Source: an optimization exercise on an open RTL-to-GDS flow (aim: small area, a short achievable clock period and few clock cycles). Production flows keep margins and buffers that such runs may drop. In this exercise RTL edits were held to simulation tests only and were not proved equivalent to the original. Power and IR drop assume default switching activity.

==> module tx_duration, before the edit <==
module tx_duration #(
	parameter int INV_W = 16
) (
	input  wire logic                 clk,
	input  wire logic                 arst_n,
	input  wire logic                 start,
	input  dur_pkg::dur_kind_t            dur_kind,
	input  dur_pkg::rate_code_t           data_rate,
	input  dur_pkg::resp_len_t            resp_len,
	input  dur_pkg::frame_len_t           next_len,
	input  wire logic                 long_pre,
	input  wire logic [dur_pkg::NUM_RATES-1:0] basic_rate_set,
	input  dur_pkg::dur_t                 sifs,
	output logic                      tab_en,
	output dur_pkg::rate_idx_t                 tab_addr,
	input  wire logic [INV_W-1:0]     tab_data,
	output logic                      dur_valid,
	output dur_pkg::dur_t                      dur,
	output dur_pkg::rate_idx_t                 resp_rate
);
	dur_pkg::rate_idx_t data_idx;
	dur_pkg::rate_idx_t resp_idx;
	logic s_rd;    
	logic s_d1;    
	logic s_f2;    
	logic ofdm_q, both_q;
	logic idle;
	logic has_resp, has_next, both, go;
	logic is_ofdm;
	dur_pkg::frame_len_t nxt_len;
	logic [15:0] nbits;
	logic [18:3] nbn_q;
	logic [1:0] shamt;
	logic [15:0] lomask;
	logic [23:0] kadd, prod;
	dur_pkg::dur_t acc, cst, part, triple, sum;
	assign data_idx = dur_pkg::rate_code_to_index(data_rate);
	basic_rate_sel sel0 (
		.data_idx(data_idx), .basic_rate_set(basic_rate_set), .resp_idx(resp_idx)
	);
	assign has_resp = |resp_len;
	assign has_next = |next_len;
	assign both     = has_resp & has_next;
	assign idle     = ~(s_rd | s_d1);
	assign go       = idle & start & (dur_kind == dur_pkg::dur_single) & (has_resp | has_next);
	assign is_ofdm  = ~data_rate[3];
	always_ff @(posedge clk or negedge arst_n) begin
		if (!arst_n) begin
			s_rd      <= 1'b0;
			s_d1      <= 1'b0;
			s_f2      <= 1'b0;
			tab_en    <= 1'b0;
			dur_valid <= 1'b0;
		end else begin
			s_rd      <= go;
			s_d1      <= s_rd & both;
			s_f2      <= s_d1;
			tab_en    <= go | (s_rd & both);
			dur_valid <= (idle & start & ~go) | (s_rd & ~both) | s_d1;
		end
	end
	assign nxt_len  = s_d1 | ~has_next ? dur_pkg::frame_len_t'(resp_len) : next_len;
	assign cst      = is_ofdm ? 16'd26 : (long_pre ? 16'd192 : 16'd96);
	logic [11:0] inc_c;
	assign inc_c[0] = is_ofdm;
	for (genvar i = 0; i < 11; i++) begin : g_inc
		ha2 u (.a(nxt_len[i + 1]), .b(inc_c[i]), .s(nbits[i + 4]), .co(inc_c[i + 1]));
	end
	assign nbits[15]  = inc_c[11];
	assign nbits[3:0] = {nxt_len[0], is_ofdm, is_ofdm, 1'b0};
	logic [15:0] part_c;
	assign part[0]   = sifs[0];
	ha2 u_part1 (.a(sifs[1]), .b(cst[1]), .s(part[1]), .co(part_c[1]));
	for (genvar i = 2; i < 16; i++) begin : g_part
		if (i < 8) begin : g_f
			fa3 u (.a(sifs[i]), .b(cst[i]), .c(part_c[i - 1]), .s(part[i]), .co(part_c[i]));
		end else begin : g_h
			ha2 u (.a(sifs[i]), .b(part_c[i - 1]), .s(part[i]), .co(part_c[i]));
		end
	end
	logic [15:0] dbl, tri_c;
	assign dbl       = both_q ? {acc[14:0], 1'b0} : 16'd0;
	assign triple[0] = acc[0];
	ha2 u_tri1 (.a(acc[1]), .b(dbl[1]), .s(triple[1]), .co(tri_c[1]));
	for (genvar i = 2; i < 16; i++) begin : g_tri
		fa3 u (.a(acc[i]), .b(dbl[i]), .c(tri_c[i - 1]), .s(triple[i]), .co(tri_c[i]));
	end
	always_ff @(posedge clk) begin
		if (s_rd | s_d1)
			nbn_q <= ~(16'((19'(nbits) << {is_ofdm, s_d1}) >> 3));
		else
			nbn_q <= '1;
		if (s_d1)
			acc <= sum;
		else if (s_rd)
			acc <= triple;
		else
			acc <= go ? part : '0;
		ofdm_q <= is_ofdm;
		both_q <= both;    
	end
	assign shamt  = {ofdm_q, s_f2};
	assign lomask = ~(16'hffff << shamt);
	assign kadd   = {acc & ~lomask, 8'h00} | (24'hff << shamt);
	frame_airtime air0 (
		.nbn(nbn_q), .w(tab_data), .k(kadd), .a(prod)
	);
	assign sum = (prod[23:8] & ~lomask) | (acc & lomask);
	assign dur = sum;
	always_ff @(posedge clk) begin
		if (idle)
			tab_addr <= (dur_kind == dur_pkg::dur_bcast) ? dur_pkg::rate_idx_t'(0) :
				(has_next ? data_idx : resp_idx);
		else
			tab_addr <= resp_idx;
	end
	assign resp_rate = tab_addr;
endmodule
==> flow/config.mk <==
export PLATFORM = sky130hd
export DESIGN_NAME = tx_duration
export DESIGN_NICKNAME = tx_duration
export VERILOG_FILES = /design/flow/design.v
export SDC_FILE = /design/flow/constraint.sdc
export NUM_CORES = 4
export LEC_CHECK = 0
export CAP_MARGIN = 20
export CORE_MARGIN = 2
export CORE_UTILIZATION = 40
export CTS_BUF_LIST = sky130_fd_sc_hd__clkbuf_8
export SLEW_MARGIN = 20
export SYNTH_HIERARCHICAL = 1
export SYNTH_MINIMUM_KEEP_SIZE = 0
==> flow/constraint.sdc <==
create_clock -name core_clock -period 9.0 [get_ports {clk}]
set_input_delay 1.8000 -clock core_clock [delete_from_list [all_inputs] [get_ports {clk}]]
set_output_delay 1.8000 -clock core_clock [all_outputs]
set_load 0.01 [all_outputs]
standard.sh (not shown) runs the stock make flow with config.mk's settings and CLKGATE_MAP_FILE= SYNTH_SCRIPT=/design/flow/synth_recipe.tcl, a recipe that flattens the netlist after the stock synthesis.
==> flow/flow/run.sh <==
#!/bin/bash
# The standard ORFS layout (the standard.sh, all steps), with the port
# buffers made of the smallest buffer cell instead of ORFS's default pick.
set -e
export BUFFER_PORTS_ARGS="-buffer_cell sky130_fd_sc_hd__buf_1"
bash standard.sh > standard.log 2>&1
Testbench counts at the start, summed over its fixed seeds: cycles 5,403.
==> next run, changes <==
--- a/flow/design.v
+++ b/flow/design.v
@@ -1080,13 +1080,13 @@
 );
 	dur_pkg::rate_idx_t data_idx;
 	dur_pkg::rate_idx_t resp_idx;
 	logic s_rd;    
 	logic s_d1;    
 	logic s_f2;    
-	logic ofdm_q, both_q;
+	logic ofdm_q;
 	logic idle;
 	logic has_resp, has_next, both, go;
 	logic is_ofdm;
 	dur_pkg::frame_len_t nxt_len;
 	logic [15:0] nbits;
 	logic [18:3] nbn_q;
@@ -1136,13 +1136,13 @@
 			fa3 u (.a(sifs[i]), .b(cst[i]), .c(part_c[i - 1]), .s(part[i]), .co(part_c[i]));
 		end else begin : g_h
 			ha2 u (.a(sifs[i]), .b(part_c[i - 1]), .s(part[i]), .co(part_c[i]));
 		end
 	end
 	logic [15:0] dbl, tri_c;
-	assign dbl       = both_q ? {acc[14:0], 1'b0} : 16'd0;
+	assign dbl       = both ? {acc[14:0], 1'b0} : 16'd0;
 	assign triple[0] = acc[0];
 	ha2 u_tri1 (.a(acc[1]), .b(dbl[1]), .s(triple[1]), .co(tri_c[1]));
 	for (genvar i = 2; i < 16; i++) begin : g_tri
 		fa3 u (.a(acc[i]), .b(dbl[i]), .c(tri_c[i - 1]), .s(triple[i]), .co(tri_c[i]));
 	end
 	always_ff @(posedge clk) begin
@@ -1154,13 +1154,12 @@
 			acc <= sum;
 		else if (s_rd)
 			acc <= triple;
 		else
 			acc <= go ? part : '0;
 		ofdm_q <= is_ofdm;
-		both_q <= both;    
 	end
 	assign shamt  = {ofdm_q, s_f2};
 	assign lomask = ~(16'hffff << shamt);
 	assign kadd   = {acc & ~lomask, 8'h00} | (24'hff << shamt);
 	frame_airtime air0 (
 		.nbn(nbn_q), .w(tab_data), .k(kadd), .a(prod)
Effect: Routed wire length rose by 1.1%. Total power rose by 0.64%. Clock-buffer cell count drops by 1. Global-route usage rose by 0.23 points. Clock skew rose by 0.011 ns. Sequential power fell by about 2%. Via count came out higher by 0.43%. Combinational power climbs by about 2%. Synthesized area came out higher by 0.33%.
Testbench counts after the change, summed over its fixed seeds: cycles 5,403.

-- port drivers added, routing unchanged --
No port has a modelled driver above. Below, the same layouts with a new extraction and two added sets of constraints. Step 1: set_driving_cell puts a clkbuf_16 on clk and a buf_2 on each other input, an assumption about the parent block. Step 2 also shifts input and output timing later by t, the mid clock arrival at the registers, as if the neighbouring blocks saw the same clock. a / b / c = no drivers / after step 1 / after step 2; a / b = the first two.
| run | t (ns) | setup WS [ns] | hold slack, ns | worst setup path after step 2 | worst slew at a driven data input, ns |
|---|---|---|---|---|---|
| the first run | 0.327 | 0.256 / 0.237 / 0.237 | 0.728 / 0.728 / 0.728 | input to output | 0.05 |
| the second run | 0.322 | 0.241 / 0.249 / -0.070 | 0.744 / 0.744 / 0.744 | input to register | 0.05 |
Met with ideal ports but missed after step 2: setup timing in the second run. The setup slack of the second run, which loses most, moves by +0.008 ns with the drivers and by -0.311 ns with both steps.
